What follows belongs to an exercise in optimizing a design on an open flow for small area; a production flow would make more cautious choices. Only simulation tests tie the RTL to the original design; equivalence was not proved. Power and IR drop assume default switching activity.

## flow/run.sh

```bash
#!/bin/bash
# synth_recipe.tcl (not shown) runs the flow's synth.tcl, then flattens the netlist and writes it again
# the make line also repeats each setting of config.mk as NAME=value (left out here)
make -C /OpenROAD-flow-scripts/flow DESIGN_CONFIG=/design/flow/config.mk WORK_HOME=/design/flow/orfs CLKGATE_MAP_FILE= SYNTH_SCRIPT=/design/flow/synth_recipe.tcl finish
```

## flow/config.mk

```make
export PLATFORM = sky130hd
export DESIGN_NAME = twiddle_mul_stage4
export DESIGN_NICKNAME = twiddle_mul_stage4
export VERILOG_FILES = /design/flow/design.v
export SDC_FILE = /design/flow/constraint.sdc
export NUM_CORES = 4
export LEC_CHECK = 0
export CAP_MARGIN = 20
export CORE_MARGIN = 2
export CORE_UTILIZATION = 40
export SLEW_MARGIN = 20
```

## flow/constraint.sdc

```tcl
create_clock -name core_clock -period 7.0 [get_ports {clk}]
set_input_delay 1.4000 -clock core_clock [delete_from_list [all_inputs] [get_ports {clk}]]
set_output_delay 1.4000 -clock core_clock [all_outputs]
set_load 0.01 [all_outputs]
```

## flow/design.v

```verilog
module twiddle_mul_stage4 (
    input  logic               clk,
    input  logic               rst,
    input  logic               in_valid,
    input  logic               in_start,
    input  logic signed [15:0] in_r,
    input  logic signed [15:0] in_i,
    output logic [1:0]         rom_4_counter,
    input  logic signed [8:0]  w_r,
    input  logic signed [8:0]  w_i,
    output logic               out_valid,
    output logic               out_last,
    output logic signed [15:0] out_r,
    output logic signed [15:0] out_i
);
    logic [4:0] cnt_q, cnt_d;
    logic [4:0] cnt_eff;
    always_comb begin
        cnt_eff = (in_valid && in_start) ? 5'd0 : cnt_q;
        cnt_d   = in_valid ? (cnt_eff + 5'd1) : cnt_q;
    end
    assign rom_4_counter = cnt_eff[2] ? cnt_eff[1:0] : 2'd0;
    always_ff @(posedge clk) begin
        if (rst) begin
            cnt_q <= 5'd0;
        end else begin
            cnt_q <= cnt_d;
        end
    end
    logic               s1_valid_q, s1_last_q;
    logic signed [15:0] s1_r_q, s1_i_q;
    logic signed [8:0]  s1_wr_q, s1_wi_q;
    always_ff @(posedge clk) begin
        if (rst) begin
            s1_valid_q <= 1'b0;
            s1_last_q  <= 1'b0;
            s1_r_q     <= '0;
            s1_i_q     <= '0;
            s1_wr_q    <= '0;
            s1_wi_q    <= '0;
        end else begin
            s1_valid_q <= in_valid;
            s1_last_q  <= in_valid && (cnt_eff == 5'd31);
            s1_r_q     <= in_r;
            s1_i_q     <= in_i;
            s1_wr_q    <= w_r;
            s1_wi_q    <= w_i;
        end
    end
    logic signed [24:0] rr_d, ii_d, ri_d, ir_d;
    logic signed [24:0] rr_q, ii_q, ri_q, ir_q;
    logic               s2_valid_q, s2_last_q;
    always_comb begin
        rr_d = 25'(s1_r_q) * 25'(s1_wr_q);
        ii_d = 25'(s1_i_q) * 25'(s1_wi_q);
        ri_d = 25'(s1_r_q) * 25'(s1_wi_q);
        ir_d = 25'(s1_i_q) * 25'(s1_wr_q);
    end
    always_ff @(posedge clk) begin
        if (rst) begin
            s2_valid_q <= 1'b0;
            s2_last_q  <= 1'b0;
            rr_q       <= '0;
            ii_q       <= '0;
            ri_q       <= '0;
            ir_q       <= '0;
        end else begin
            s2_valid_q <= s1_valid_q;
            s2_last_q  <= s1_last_q;
            rr_q       <= rr_d;
            ii_q       <= ii_d;
            ri_q       <= ri_d;
            ir_q       <= ir_d;
        end
    end
    logic signed [25:0] re_sum, im_sum;
    logic signed [25:0] re_sh, im_sh;
    logic signed [15:0] re_sat, im_sat;
    always_comb begin
        re_sum = 26'(rr_q) - 26'(ii_q);
        im_sum = 26'(ri_q) + 26'(ir_q);
        re_sh = re_sum >>> 7;
        im_sh = im_sum >>> 7;
        if (re_sh > 26'sd32767) begin
            re_sat = 16'sh7FFF;
        end else if (re_sh < -26'sd32768) begin
            re_sat = 16'sh8000;
        end else begin
            re_sat = re_sh[15:0];
        end
        if (im_sh > 26'sd32767) begin
            im_sat = 16'sh7FFF;
        end else if (im_sh < -26'sd32768) begin
            im_sat = 16'sh8000;
        end else begin
            im_sat = im_sh[15:0];
        end
    end
    logic               out_valid_q, out_last_q;
    logic signed [15:0] out_r_q, out_i_q;
    always_ff @(posedge clk) begin
        if (rst) begin
            out_valid_q <= 1'b0;
            out_last_q  <= 1'b0;
            out_r_q     <= '0;
            out_i_q     <= '0;
        end else begin
            out_valid_q <= s2_valid_q;
            out_last_q  <= s2_last_q;
            if (s2_valid_q) begin
                out_r_q <= re_sat;
                out_i_q <= im_sat;
            end
        end
    end
    assign out_valid = out_valid_q;
    assign out_last  = out_last_q;
    assign out_r     = out_r_q;
    assign out_i     = out_i_q;
endmodule
```

==> notes.md <==
==> cells in the mapped netlist (11+ instances only) <==
library cell / count
a211oi_1: 16
a21o_1: 36
a21oi_1: 89
a311oi_1: 19
a31oi_1: 11
and2_1: 251
clkbuf_1: 125
dfxtp_1: 193
fa_1: 476
ha_1: 258
inv_1: 466
nand2_1: 306
nand2b_1: 23
nand3_1: 18
nor2_1: 184
nor2b_1: 89
nor3_1: 39
o211ai_1: 22
o21a_1: 16
o21ai_0: 49
o21bai_1: 27
o22ai_1: 11
xnor2_1: 76
xor2_1: 26
==> placed cells by master (no fill, tap or decap), types with 6 or more instances in the layout <==
master | netlist | final
nor2b_1 | 89 | 89
a211oi_1 | 16 | 16
fa_1 | 476 | 476
inv_1 | 466 | 466
and3_1 | 9 | 9
xor2_1 | 26 | 26
a31oi_1 | 11 | 11
buf_4 | 1 | 52
a311oi_1 | 19 | 19
xnor2_1 | 76 | 76
o211ai_1 | 22 | 22
nand2_1 | 306 | 306
a21oi_1 | 89 | 89
o21bai_1 | 27 | 27
o22ai_1 | 11 | 11
nand4_1 | 9 | 9
clkdlybuf4s50_1 | 0 | 88
nand2b_1 | 23 | 23
nor2_1 | 184 | 184
dfxtp_1 | 193 | 192
o21a_1 | 16 | 16
o21ai_0 | 49 | 49
nor4_1 | 8 | 8
clkbuf_16 | 0 | 17
a21o_1 | 36 | 36
nand3_1 | 18 | 18
nor3_1 | 39 | 39
and2_1 | 251 | 251
or3_1 | 6 | 6
ha_1 | 258 | 258
==> power by group <==
group          total (mW)  internal (mW)  switching, mW
clock                1.03          0.482          0.550
sequential           1.43           1.29          0.140
combinational        3.53           1.46           2.07
total                5.99           3.22           2.76
==> cell families after synthesis <==
| family | Yosys count | synth area share (%) |
|---|---|---|
| muxes | 8 | 0.318 |
| adders and majority gates | 734 | 47.0 |
| DFF | 193 | 14.2 |
| buffers and inverters | 604 | 8.43 |
| AOI/OAI and AO/OA | 356 | 9.21 |
| xor gates and xnor gates | 102 | 3.29 |
| and+or+nand+nor | 960 | 17.5 |
==> state kept, by name, indices dropped and copies added, names as in the netlist <==
| name | count |
|---|---|
| ri_q | 25 |
| out_last_q | 1 |
| s1_i_q | 16 |
| s2_valid_q | 1 |
| out_r_q | 16 |
| ii_q | 25 |
| s2_last_q | 1 |
| cnt_q | 5 |
| out_valid_q | 1 |
| s1_r_q | 16 |
| s1_wi_q | 9 |
| s1_wr_q | 9 |
| ir_q | 25 |
| out_i_q | 16 |
| s1_last_q | 1 |
| rr_q | 25 |
| s1_valid_q | 1 |
==> metal layers <==
metal  part of all wire [%]  track usage [%]  vias to the layer above
li1                       -                -                     9310
met2                     45             29.0                      446
met5                  0.021                0                        -
met4                    1.7             4.84                        2
met1                     48             27.3                     9701
met3                    5.8             3.53                       51
==> through the flow <==
stage	utilization, %	cell area (sq um)	hold slack [ns]	instances
global placement	43.2	29000	0.426	3836
CTS	44.1	29600	0.454	3868
global route	44.1	29600	0.465	3868
floorplan	-	27100	0.414	2957
detailed placement	43.2	29000	0.436	3836
finish	44.1	29600	0.447	3868
==> worst max-delay path by stage <==
stage	from	endpoint	slack, ns
after floorplan	s1_r_q[5]$_SDFF_PP0_	rr_q[21]$_SDFF_PP0_	1.39
after global placement	s1_r_q[4]$_SDFF_PP0_	rr_q[23]$_SDFF_PP0_	1.00
after detailed placement	s1_r_q[4]$_SDFF_PP0_	rr_q[21]$_SDFF_PP0_	0.93
after CTS	s1_r_q[4]$_SDFF_PP0_	rr_q[21]$_SDFF_PP0_	0.89
after global routing	s1_r_q[4]$_SDFF_PP0_	rr_q[21]$_SDFF_PP0_	0.47
final	s1_wr_q[5]$_SDFF_PP0_	rr_q[21]$_SDFF_PP0_	0.91
==> layout make-up <==
class	instances	share of cell area [%]
clock inverter	14	0.478
multi-input combinational	2160	70.9
sequential	193	13.1
inverter	468	5.94
timing repair buffer	142	4.40
clock buffer	18	1.48
tap	873	3.69
==> impl_metrics.tcl <==
set metrics [dict create \
    outcome "finished clean" \
    power_mw 5.99 \
    wl_per_cell_um 16.0 \
    vias 19500 \
    synth.area.top_cells "fa_1, dfxtp_1, ha_1" \
    num-fill-cells 6588 \
    cts_root_buf "clkbuf_16" \
    core-area_sq_um 67200 \
    period_share_pct 87.0 \
    cts.repair.resized 0 \
    grt-ovfl-total 0 \
    cp_max_fo 19 \
    slew_headroom_pct 31.7 \
    grt_pass1_vias 19600 \
    ys_warn_count 1 \
    hold_path_end "s2_last_q$_SDFF_PP0_" \
    grt_pass1_wl_um 104000 \
    fin_worst_skew_ns 0.0241 \
    multi_input_area_sq_um 21000 \
    cp-end-kind "flip-flop" \
    track_usage_pct 18.9 \
    regToRegSetupSlack_ns 0.91 \
    clkLatencyLatePin_ns 0.52 \
    diodes 0 \
    cts_tree "yes" \
    syn_avg_cell_area_sq_um 9.18 \
    tightest_slew_ns 1.02 \
    peakVddDrop_mv 0.169 \
    arrival_ns 6.50 \
    synth-seq-area-share_pct 14.2 \
    gp_congestion 0.835 \
    cts_buffers 17 \
    dieWidth_um 265 \
    min_path_type "flip-flop to flip-flop" \
    hold_violations 0 \
    grt_max_degree 75 \
    hold_buffers 0 \
    start_kind "flip-flop" \
    cpLargestDelayFamily "adder cells" \
    vias_per_cell 5.04 \
    crit_path_frequent_cell "a21oi_1" \
    path_cells "buf_4 > and2_1 > fa_1 > ha_1 > inv_1 > fa_1 > inv_1 > fa_1 > ha_1 > ha_1 > a21o_1 > a21oi_1 > o21bai_1 > a21oi_1 > o21bai_1 > a21oi_1 > o21ai_0 > a221oi_1 > a21oi_1 > mux2_2" \
    dpl_worst_slack_ns 0.933 \
    synth_edf_count 0 \
    whs_path_depth 1 \
    syn_area_sq_um 27100 \
    clkTransAtPathRegs_ns 0.10 \
    drv_cap 0 \
    r2r_cells 20 \
    path_buf_inv 3 \
    synth-seq-cells 193 \
    crit_required_ns 7.40 \
    ant_nets 0 \
    drive_gt1_share_pct 3.97 \
    initial_utilization_pct 40.4 \
    yosysTopAreaCellShare_pct 35.1 \
    drc_errors 0 \
    crit_type "flip-flop to flip-flop" \
    synthCells 2957 \
    cp_slowest_stage_delay_ns 0.89 \
    htreeDepth 4 \
    drtIter0Drc 1229 \
    routed_wirelength_um 62000 \
    cts.path.max_buffers 2 \
    yosysUniqueCellTypes 81 \
    tns_ns 0 \
    min_period_ns 6.09 \
    numPortBuffers 89 \
    finalSetupViolations 0 \
    async_flop_share_pct 0 \
    r2r-start "s1_wr_q[5]$_SDFF_PP0_" \
    yosysTopAreaCell "fa_1" \
    drv_slew 0 \
    io_pins 90 \
    clock_sinks 193 \
    post-cts-setup-buffers 0 \
    die_h_um 265 \
    cp_num_cells 20 \
    drtPass1Iterations 5 \
    rows 95 \
    finalNetCount 3770 \
    syn_to_final_growth_pct 9.00 \
    die_area_sq_um 70000 \
    antenna_found_initial 1 \
    rsz0062_at_grt "no" \
    min_from "s1_last_q$_SDFF_PP0_" \
    setup_ws_ns 0.908 \
    power.density_nw_per_um2 202 \
    seq_area_sq_um 3860 \
    syn-num-nets 3745 \
    r2r_end "rr_q[21]$_SDFF_PP0_" \
    fmax_mhz 164 \
    p_leak_nw 14.8 \
    dominantRegCellSynth "dfxtp_1" \
    critPathSlowestCell "dfxtp_1" \
    hpwlAfterDp_um 49900 \
]

-- afterwards: timing with drivers on the ports --
No port has a modelled driver above. Below, the same layout with a new extraction and two added sets of constraints. Step 1, drivers: a clkbuf_16 drives clk and a buf_2 each remaining input, both assumed. Step 2, shift: input delay + t, output delay - t, t = (earliest + latest rising clock arrival at the registers) / 2. This alone moves slack from input paths to output paths. Slacks: no drivers / after step 1 / after step 2; pairs: no drivers / after step 1.
t (ns): 0.572
slack for setup (ns): 0.908 / 0.908 / 0.908
latest minus earliest clock arrival (ns): 0.024 / 0.025
After both steps setup and hold are still met in this run. The setup slack of this run moves by 0.000 ns with the drivers and by 0.000 ns with both steps.
